What follows belongs to an exercise in optimizing a design on an open flow for small area, a short achievable clock period and few clock cycles per item; a production flow would make more cautious choices.
The RTL was checked by simulation tests, not by an equivalence proof against the original design.

==> flow/design.v (outline; a module is shown in full before it is edited, if it fits) <==
// module weight_bank: 42 lines
// module fa_cell: 10 lines
// module digit_dec: 9 lines
// module sel3n: 9 lines
// module dot3t: 500 lines
// module dot4s: 730 lines
// module rq_dec: 25 lines
// module rq: 23 lines
// module rq_fast: 25 lines
// module model: 105 lines
// module l1_chan: 22 lines
module model
(
    input  logic                    clk,
    input  logic                    i_rst_n,
    input  model_pkg::act_t [3-1:0]    i_data,
    input  logic                    i_valid,
    input  logic [32-1:0]   i_weight_wr_data,
    input  logic [32-1:0]   i_weight_wr_addr,
    input  logic                    i_weight_wr_en,
    output model_pkg::act_t [2-1:0]   o_data,
    output logic                    o_valid,
    output logic                    o_fifo_rd_en
);
  // ...
==> flow/flow/run.sh <==
#!/bin/bash
set -euo pipefail
bash standard.sh SETUP_SLACK_MARGIN=6.7 \
  "CTS_ARGS=-sink_clustering_enable -repair_clock_nets -dont_use_dummy_load -buf_list sky130_fd_sc_hd__clkbuf_8" \
  finish > standard.log 2>&1
==> flow/standard.sh <==
#!/bin/bash
# synth_recipe.tcl (not shown) runs the flow's synth.tcl, then flattens the netlist and writes it again
# the make line also repeats each setting of config.mk as NAME=value (left out here)
make -C /OpenROAD-flow-scripts/flow DESIGN_CONFIG=/design/flow/config.mk WORK_HOME=/design/flow/orfs CLKGATE_MAP_FILE= SYNTH_SCRIPT=/design/flow/synth_recipe.tcl "${@:-finish}"
==> flow/config.mk <==
export PLATFORM = sky130hd
export DESIGN_NAME = model
export DESIGN_NICKNAME = model
export VERILOG_FILES = /design/flow/design.v
export SDC_FILE = /design/flow/constraint.sdc
export NUM_CORES = 4
export LEC_CHECK = 0
export ABC_CLOCK_PERIOD_IN_PS = 5000
export CAP_MARGIN = 20
export CORE_MARGIN = 2
export CORE_UTILIZATION = 55
export SETUP_SLACK_MARGIN = 5
export SLEW_MARGIN = 20
export SYNTH_HIERARCHICAL = 1
==> flow/constraint.sdc <==
create_clock -name core_clock -period 12.0 [get_ports {clk}]
set_input_delay 2.4000 -clock core_clock [delete_from_list [all_inputs] [get_ports {clk}]]
set_output_delay 2.4000 -clock core_clock [all_outputs]
set_load 0.01 [all_outputs]
==> summary.txt, run 1 <==
min-delay src=vld_q[1]; reg-to-reg critical path startpoint=u_weight_bank.o_k1[3]; row cnt=around 120; io pins=between 100 and 150; CTS Sinks=535; M1 WL=roughly 80 mm; Pre-antenna DRT Iters=17; Slew Limit Headroom=13.1%; drt total wl=210 mm; num sequential=about 540; area share of the largest cell type after synthesis=approximately a third; clock buffer count=101; Post-Synthesis Mean Instance Area=around 11 µm²; reg2reg setup slack=approximately 6.6 ns; Signal buf overhead=4.64%; commonest non-fill, non-tap cell in the layout=fa_1; Multi-input gate area=just over 40000 µm²; vias in the first global route=about 46000; count of buffer and inverter cells on the critical path=1; delay-heaviest family, CP=adder cells; status=complete, no violations; Final period util=approximately 45%; post-layout util=62.6%; sequential share of cell area=21.9%; GRT met1 Usage=54.5%; EDFF count, synth=266
Testbench counts, summed over its fixed seeds: cycles 2,176, items 2,048.
==> run 2: changes to the inputs <==
--- a/flow/config.mk
+++ b/flow/config.mk
@@ -8,7 +8,7 @@
 export ABC_CLOCK_PERIOD_IN_PS = 5000
 export CAP_MARGIN = 20
 export CORE_MARGIN = 2
-export CORE_UTILIZATION = 55
+export CORE_UTILIZATION = 45
 export SETUP_SLACK_MARGIN = 5
 export SLEW_MARGIN = 20
 export SYNTH_HIERARCHICAL = 1
==> run 2 against run 1 <==
  * Area after synthesis stayed put
  * Worst setup slack worse by 0.032 ns
  * Maximum frequency is 0.58% lower
  * Register-to-register slack worse by 0.03 ns
  * Global-route usage is 9.3 points lower
  * Highest routed layer unchanged
==> summary.txt, run 2 <==
placed instance area=58200 µm² (was 57800 µm²); drt total wl=197 mm (was 210 mm); vias in the first global route=44500 (was 45600); CTS Hold Bufs=0 (unchanged); drt drc=0 (unchanged); global-route wire length before repair=290 mm (was 303 mm); Critical Path RT=12.69 ns (was 12.60 ns); share of layout cells above drive strength 1=15.4% (was 15.8%); Highest Clock Rate=0.185 GHz (was 0.186 GHz); top flop regs=u_weight_bank.o_k1: 96 flops, g_l1.u_chan.o_sum: 72 flops (unchanged); Starting DRT DRC Count=8481 (was 8903); GRT Util Overall=31.2% (was 40.5%); area share of the largest cell type after synthesis=32.6% (unchanged); sequential area share after synthesis=24.5% (unchanged); Hold WC Path Type=reg -> reg (unchanged); Yosys reg bits=535 (unchanged); clock-pin transition on the worst setup and hold timing paths=0.06 ns (about the same); Top FF cell, synth=dfxtp_1 (unchanged); RSZ-0062 raised after global routing=yes (unchanged); total global routing overflow=0 (unchanged); most frequent cells in the layout=809 x fa_1, 526 x nand2_1, 504 x a222oi_1, 470 x inv_1, 266 x edfxtp_1 (was 806 x fa_1, 527 x nand2_1, 504 x a222oi_1, 472 x inv_1, 266 x edfxtp_1); drt wl/cell=28.8 µm (was 32.3 µm); row cnt=127 (was 115); initial core utilization=45.4% (was 55.5%); category of the worst setup path launch point=flip-flop (unchanged); Buffers on Ports=93 (unchanged); Placer Congestion=0.945 (was 0.988); DR top layer=met5 (unchanged); H-tree depth=3 (unchanged); EDFF count, synth=266 (unchanged); post-synth top area cell=fa_1 (unchanged); maxcap violations=0 (unchanged); max reg flops=96 (unchanged); final setup fails=0 (unchanged); gate count of the mapped netlist=4819 (unchanged); Largest Register=u_weight_bank.o_k1 (unchanged); Post-Synthesis Mean Instance Area=11.3 µm² (unchanged); largest cells by area after synthesis=fa_1 33%, edfxtp_1 15%, dfxtp_1 9.9% (unchanged); met2 WL=87.8 mm (was 84.1 mm); TritonCTS Buffers=98 (was 101); Pre-antenna DRT Iters=22 (was 17); DIE AREA=124000 µm² (was 102000 µm²); synth warn=12 (unchanged); Arr. time, crit path=6.10 ns (was 5.98 ns); commonest non-fill, non-tap cell in the layout=fa_1 (unchanged); hpwl dp=144 mm (was 146 mm); Nets=6431 (was 6427); Final Critical Period=5.41 ns (was 5.38 ns); vias per cell=6.49 (was 6.98); Worst Tran Pin Value=1.25 ns (was 1.30 ns); Die Span X=353 µm (was 319 µm); final-report max-slew violation count=0 (unchanged); io pins=110 (unchanged); commonest cells in the netlist=889 x fa_1, 530 x nand2_1, 504 x a222oi_1 (unchanged); CTS Sinks=535 (unchanged); Post-DRT Antenna Nets=0 (unchanged); Met3 Wirelength=22.1 mm (was 36.1 mm); critical path peak fanout=10 (was 7); CTS tree=done (unchanged); Final Hold Fails=0 (unchanged); initial antenna violation count=7 (was 12); top-count cell post-synth=fa_1 (unchanged); Final period util=45.1% (was 44.8%); DR vias=44200 (was 45400); critical path class=reg -> reg (unchanged); Async SR Flop Fraction=0% (unchanged); Yosys cell types=79 (unchanged); Die Height=353 µm (was 319 µm); Slew Limit Headroom=16.3% (was 13.1%); setup_tns=0 ns (unchanged); worst skew pair latency=0.83 ns (was 0.78 ns); post-route design area=61800 µm² (was 61600 µm²); CP Capture Type=flip-flop (unchanged); M1 WL=72.2 mm (was 78.4 mm); Max Root-Sink Buffers=3 (unchanged); status=complete, no violations (unchanged); mapped cell area=54700 µm² (unchanged); area growth from synthesis to layout=13.1% (was 12.7%); clock skew=0.0695 ns (was 0.0682 ns); largest net degree at the start of global routing=49 (unchanged); CTS Root Buffer Type=clkbuf_8 (unchanged); Core Box Area=120000 µm² (was 98400 µm²)
==> run 2: cell counts after synthesis <==
No cell type changed its count.
==> run 2: final cells by class <==
cell class	count	area, µm²
Multi-Input combinational cell	3777	40300
Fill cell	10800	58500
Antenna cell	6	15.0
Clock buffer	98	1350
Inverter	478	1790
Tap cell	1612	2020
Sequential cell	535	13500
Timing Repair Buffer	306	2850
==> run 2: worst paths after layout <==
check / startpoint / to / slack (ns) / cells past startpoint
worst min-delay path: vld_q[2] / vld_q[3] / 0.43 / 1
worst max-delay path: u_weight_bank.o_k1[29] / g_l1[1].u_chan.o_sum[16] / 6.59 / 14
worst min register to register: vld_q[2] / vld_q[3] / 0.43 / 1
worst max register to register: u_weight_bank.o_k1[29] / g_l1[1].u_chan.o_sum[16] / 6.59 / 14
==> run 2: per-module statistics from Yosys, one instance, submodules excluded, excerpt <==
module | flip-flops and latches | copies in the design
dot4s | 0 | 2
model | 172 | 1
digit_dec | 0 | 48
weight_bank | 291 | 1
dot3t | 0 | 4
sel3n | 0 | 480
fa_cell | 0 | 840
l1_chan | 18 | 4
==> run 2: logic make-up (layout without fill, tap and decap cells) <==
family	Yosys count	after routing	share of synthesized area [%]
xor gates and xnor gates	133	133	2.13
AOI/OAI and AO/OA	1208	1208	19.5
other	11	216	0.0755
DFF	535	535	24.5
and+or+nand+nor	1081	1081	9.88
buffers and inverters	706	882	5.52
adders and majority gates	1143	1143	38.4
muxes	2	2	0.0366
==> run 2: stage by stage <==
step | hold slack [ns] | utilization [%] | std cells | setup WS, ns
finish | 0.431 | 51.4 | 6812 | 6.59
global route | 0.447 | 51.4 | 6808 | 6.57
CTS | 0.430 | 50.3 | 6752 | 6.63
detailed placement | 0.422 | 48.4 | 6598 | 5.91
global placement | 0.408 | 48.3 | 6598 | 5.90
floorplan | 0.406 | - | 5018 | 6.70
==> run 2: what timing repair did <==
| item | 4_1_cts | 5_1_grt |
|---|---|---|
| buffers inserted | 56 | 52 |
| resized for setup | 171 | 228 |
| setup endpoints to repair | 63 | 63 |
| pin swaps | 101 | 187 |
| gates cloned | 0 | 1 |
==> run 2: layer usage <==
layer | global-route usage, % | up-vias
met2 | 48.0 | 3134
li1 | - | 18400
met4 | 19.2 | 2
met3 | 7.95 | 647
met5 | 0 | -
met1 | 39.4 | 22000
==> run 2: worst max-delay path: stages (launching register included) <==
cell	delay (ns)
edfxtp_1	0.43
and2_4	0.23
a222oi_1	0.58
fa_1	0.56
fa_2	0.39
fa_1	0.54
fa_1	0.45
fa_2	0.60
inv_2	0.06
ha_4	0.24
a21o_2	0.19
a21o_1	0.17
a221o_2	0.39
a221oi_2	0.26
xnor2_1	0.19

## what the ideal ports hide
In the flow no input, the clock included, has a driving cell. The finished layouts below were timed again as built, in two steps.
Step 1 assumes that a clkbuf_16 drives the clock port and a buf_2 every other input.
Step 2 also shifts input and output timing later by t, the mid clock arrival at the registers, as if the neighbouring blocks saw the same clock.
a / b / c = no drivers / after step 1 / after step 2; a / b = the first two.
run | shift t [ns] | setup WS [ns] | worst setup path after step 2 | worst data-port slew with drivers (ns)
run 1 | 0.819 | 6.625 / 6.625 / 6.625 | register to register | 0.06
run 2 | 0.855 | 6.593 / 6.593 / 6.066 | input to register | 0.08
After both steps setup and hold are still met in every run listed. For run 2, which loses most, drivers alone change the setup slack by 0.000 ns; drivers and shift together by -0.527 ns.
